This is an optimization exercise on Yosys and OpenROAD, whose aim is a short achievable clock period and few clock cycles per item, not a production implementation. The RTL was checked by simulation tests, not by an equivalence proof against the original design. The flow treats the clock pin as an ideal source, which a real chip does not have. Power and IR drop assume default switching activity.

## v47
// xbus_filter
module xbus_filter (
    input  logic        clk,
    input  logic        arst_n,
    input  logic [65:0] in_pkt,
    input  logic [7:0]  pad_value,
    output logic        vec_wr_en,
    output logic [15:0] vec_din,
    input  logic        vec_full,
    output logic        cache_full
);
Size in the first run: about 470 flip-flops, about 95 I/O pins, about 21000 um2 of cells after synthesis.
clock: 4.5 ns
lec_check: 0
cap_margin: 20
core_margin: 2
core_utilization: 55
setup_slack_margin: 3.0
slew_margin: 20
tns_end_percent: 20
run.sh (not shown) runs the stock make flow with config.mk's settings and CLKGATE_MAP_FILE= SYNTH_SCRIPT=/design/flow/synth_recipe.tcl, a recipe that flattens the netlist after the stock synthesis.
Testbench counts of v47, summed over its fixed seeds: cycles 3,894, windows 384.
--- input diff v47..v19 ---
# v47
export LEC_CHECK = 0
export CAP_MARGIN = 20
export CORE_MARGIN = 2
export CORE_UTILIZATION = 55
export SETUP_SLACK_MARGIN = 3.0
export SLEW_MARGIN = 20
export TNS_END_PERCENT = 20
create_clock -name core_clock -period 4.5 [get_ports {clk}]
# v19
export LEC_CHECK = 0
export CAP_MARGIN = 20
export CORE_MARGIN = 2
export CORE_UTILIZATION = 65
export SETUP_SLACK_MARGIN = 2.8
export SLEW_MARGIN = 20
export TNS_END_PERCENT = 20
create_clock -name core_clock -period 4.5 [get_ports {clk}]
==> comparison <==
When v19 is set beside v47, its wire length of the first global-routing pass turns out to be 10 mm smaller.
The internal power consumption of v19 is lower than that of v47.
Die height of v19 falls short of that of v47 by a little under 10%.
v19 vs v47 — global-route usage rose 1.7 points.
Delta(reported leakage power, v19 - v47) < 0
Modified inputs, v25 compared to v19
# v19
export LEC_CHECK = 0
export CAP_MARGIN = 20
export CORE_MARGIN = 2
export CORE_UTILIZATION = 65
export SETUP_SLACK_MARGIN = 2.8
export SLEW_MARGIN = 20
export TNS_END_PERCENT = 20
create_clock -name core_clock -period 4.5 [get_ports {clk}]
# v25
export LEC_CHECK = 0
export CAP_MARGIN = 20
export CORE_MARGIN = 2
export CORE_UTILIZATION = 55
export SETUP_SLACK_MARGIN = 2.8
export SLEW_MARGIN = 20
export TNS_END_PERCENT = 20
create_clock -name core_clock -period 4.5 [get_ports {clk}]
==> flow/flow/run.sh (new file) <==
#!/bin/bash
# The standard layout, with clock tree synthesis clustering the flip-flops
# into groups of at most 20 within 60 um and balancing buffer levels.
set -euo pipefail
bash standard.sh \
    "CTS_ARGS=-sink_clustering_enable -repair_clock_nets -sink_clustering_size 20 -sink_clustering_max_diameter 60 -balance_levels" \
    finish > standard.log 2>&1
==> flow/standard.sh (new file) <==
#!/bin/bash
# synth_recipe.tcl (not shown) runs the flow's synth.tcl, then flattens the netlist and writes it again
# the make line also repeats each setting of config.mk as NAME=value (left out here)
make -C /OpenROAD-flow-scripts/flow DESIGN_CONFIG=/design/flow/config.mk WORK_HOME=/design/flow/orfs CLKGATE_MAP_FILE= SYNTH_SCRIPT=/design/flow/synth_recipe.tcl "${@:-finish}"
removed: flow/run.sh
[summary]
- In the flow results for v25 and v19, the half-perimeter wire length after placement is larger on v25.
- Clock insertion delay at the later pin of the skew report across v25 and v19: no real change.
- Combinational power was higher in the run labelled v19.
- Relative to v19, area growth from synthesis to final layout has gone up in v25.
What v49 does differently from v25 at the input level:
==> flow/run.sh (new file) <==
#!/bin/bash
# synth_recipe.tcl (not shown) runs the flow's synth.tcl, then flattens the netlist and writes it again
# the make line also repeats each setting of config.mk as NAME=value (left out here)
make -C /OpenROAD-flow-scripts/flow DESIGN_CONFIG=/design/flow/config.mk WORK_HOME=/design/flow/orfs CLKGATE_MAP_FILE= SYNTH_SCRIPT=/design/flow/synth_recipe.tcl finish
removed: flow/flow/run.sh
removed: flow/standard.sh
==> comparison <==
In the route summary, v49 ends up with a via count exceeding that of v25.
When the final numbers for v49 and v25 were put side by side, the count of plain and timing-repair buffers turned out to be greater in v49.
[v49] data arrival at the endpoint of the critical path rose 0.03 ns relative to v25
The run with more setup slack is v25; v49 has less.
NOTE: routed wire length in v49 exceeds that of v25
Area overhead of the layout relative to synthesis: v49 > v25
Final cell count in v49 is 25 above v25.
When v49 is measured against v25, its minimum clock period after layout turns out 0.026 ns higher.
v49 vs v25 on total routing resource utilization after global routing: v49 is the higher one.

* * *

## the previous run
xbus_filter, a different RTL version from the one above (not shown whole).
Size: roughly 1400 cells after synthesis, ~460 flip-flops, roughly 95 I/O pins.
clock: 4.5 ns
lec_check: 0
cap_margin: 20
core_margin: 2
core_utilization: 55
setup_slack_margin: 2.8
slew_margin: 20
tns_end_percent: 100
Stock flow here: none of the scripts above is used.
Testbench counts of the previous run, summed over its fixed seeds: cycles 3,894, windows 384.
Setup changes, the previous run to the current run
- SETUP_SLACK_MARGIN: 2.8 -> 2.4
- TNS_END_PERCENT: 100 -> 20
==> comparison <==
- The current run completed every stage of the flow, and the final layout passed the timing, DRC and antenna checks.
- A uppermost metal layer occupied by signal nets of met5 is what the previous run shows, while met4 belongs to the current run.
- Relative contribution of combinational cells to total power (higher): the previous run
- The first-pass GRT wire length in the current run sits 6.5% below the value recorded for the previous run.
- Relative to the previous run, the final instance count without filler cells of the current run is lower by 6.2%.
- Number of antenna violations at the first check in global routing, the previous run and the current run, lower one = the current run.
- For the previous run, the critical path's slowest cell was sky130_fd_sc_hd__dfrtp_4, unlike the current run, where it was sky130_fd_sc_hd__dfrtp_1.
- Measured against each other, the previous run and the current run differ in final period utilization, the higher figure coming from the current run.
- Re met2 usage in global routing: the current run is 5.2 points down on the previous run.

* * *

xbus_filter, a different RTL version from the one above (not shown whole).
For scale: roughly 2000 cells after synthesis, ~570 flip-flops, roughly 95 I/O pins.
clock: 4.5 ns
lec_check: 0
cap_margin: 20
core_margin: 2
core_utilization: 65
setup_slack_margin: 3.2
slew_margin: 20
tns_end_percent: 100
standard.sh (not shown) runs the stock make flow with config.mk's settings and CLKGATE_MAP_FILE= SYNTH_SCRIPT=/design/flow/synth_recipe.tcl, a recipe that flattens the netlist after the stock synthesis.
==> flow/flow/run.sh <==
#!/bin/bash
# The standard layout, with four changes:
# - the port buffers are plain buffers (buf_4) rather than the delay buffers
#   ORFS picks by default,
# - the resizer may swap a cell for one of another footprint, so it can size
#   those port buffers,
# - clock tree synthesis clusters the flip-flops into groups of at most 20
#   within 60 um and balances buffer levels,
# - after clock tree synthesis, post_cts.tcl lets the clock port drive the
#   tree's four first-level buffers itself (no single root buffer).
set -euo pipefail
here=$(pwd)
bash standard.sh \
    "BUFFER_PORTS_ARGS=-buffer_cell sky130_fd_sc_hd__buf_4" \
    MATCH_CELL_FOOTPRINT=0 \
    "CTS_ARGS=-sink_clustering_enable -repair_clock_nets -sink_clustering_size 20 -sink_clustering_max_diameter 60 -balance_levels" \
    "POST_CTS_TCL=$here/flow/post_cts.tcl" \
    CLOCK_PORT_NAME=clk \
    finish > standard.log 2>&1
==> flow/flow/post_cts.tcl <==
# After clock tree synthesis: the clock port drives the tree's first level
# of buffers (four of them) itself, in place of the single root buffer CTS
# puts next to the port. The flip-flops still get the clock through two
# levels of buffers, balanced as CTS built them.
proc bypass_clock_root {port_name max_loads} {
  set block [ord::get_db_block]
  set bterm [$block findBTerm $port_name]
  set in_net [$bterm getNet]
  set loads [$in_net getITerms]
  if {[llength $loads] != 1} {
    puts "bypass_clock_root: port drives [llength $loads] pins, left as is"
    return
  }
  set root [[lindex $loads 0] getInst]
  set out_net ""
  foreach it [$root getITerms] {
    if {[$it isOutputSignal]} { set out_net [$it getNet] }
  }
  if {$out_net eq "" || $out_net eq "NULL"} {
    puts "bypass_clock_root: root has no output net, left as is"
    return
  }
  set sinks {}
  foreach it [$out_net getITerms] {
    if {[$it getInst] ne $root} { lappend sinks $it }
  }
  if {[llength $sinks] > $max_loads || [llength [$out_net getBTerms]] > 0} {
    puts "bypass_clock_root: root drives [llength $sinks] pins, left as is"
    return
  }
  puts "bypass_clock_root: removing [$root getName],\
    moving [llength $sinks] pins to [$in_net getName]"
  foreach it $sinks {
    $it disconnect
    $it connect $in_net
  }
  foreach it [$root getITerms] { catch { $it disconnect } }
  odb::dbInst_destroy $root
  odb::dbNet_destroy $out_net
}

bypass_clock_root $::env(CLOCK_PORT_NAME) 4
Testbench counts at the start, summed over its fixed seeds: cycles 3,908, windows 384.
Next try:
--- a/flow/config.mk
+++ b/flow/config.mk
@@ -10,3 +10,3 @@
 export CORE_UTILIZATION = 65
-export SETUP_SLACK_MARGIN = 3.2
+export SETUP_SLACK_MARGIN = 3.0
 export SLEW_MARGIN = 20
=> The new run ran to the end with no violations; via count decreases by 19%; clock power decreases by 10%; clock-buffer cell count increases by 4; routed wire length decreases by 29%; non-clock buffer count decreases by 153; hold slack improves by 0.039 ns; core utilization decreases by 12 points; die area does not change; first-iteration DRC count decreases by 34%; design area decreases by 13%.

-- separate check: timing with driven ports --
The results above use ideal ports. As a check the final layouts listed here were re-extracted and re-timed, cells and wires unchanged.
Step 1, drivers: a clkbuf_16 drives clk and a buf_2 each remaining input, both assumed.
Step 2 adds t to the input delays and takes it off the output delays; t is the mean of the earliest and latest rising clock arrival at the registers after step 1. Input paths then give back, and output paths get back, about the clock's delay inside the block.
Slacks: ideal ports / drivers / drivers and shift; pairs: ideal ports / drivers.
run	t (ns)	setup slack, ns	worst data-port slew with drivers (ns)	cell pins on the clock port's net
v47	0.641	2.508 / 2.476 / 1.960	0.07	1
v19	0.611	2.547 / 2.492 / 1.978	0.06	1
v25	0.624	2.526 / 2.469 / 1.978	0.07	1
v49	0.649	2.499 / 2.441 / 1.951	0.07	1
the previous run	0.617	2.246 / 2.246 / 1.813	0.08	1
the current run	0.629	2.232 / 2.232 / 1.734	0.07	1
the first run of note 3	0.538	2.625 / 2.555 / 2.426	0.08	4
the second run of note 3	0.491	2.731 / 2.610 / 2.386	0.06	4
After both steps every run listed still meets setup and hold. For v19, which loses most, drivers alone change the setup slack by -0.055 ns; drivers and shift together by -0.569 ns.
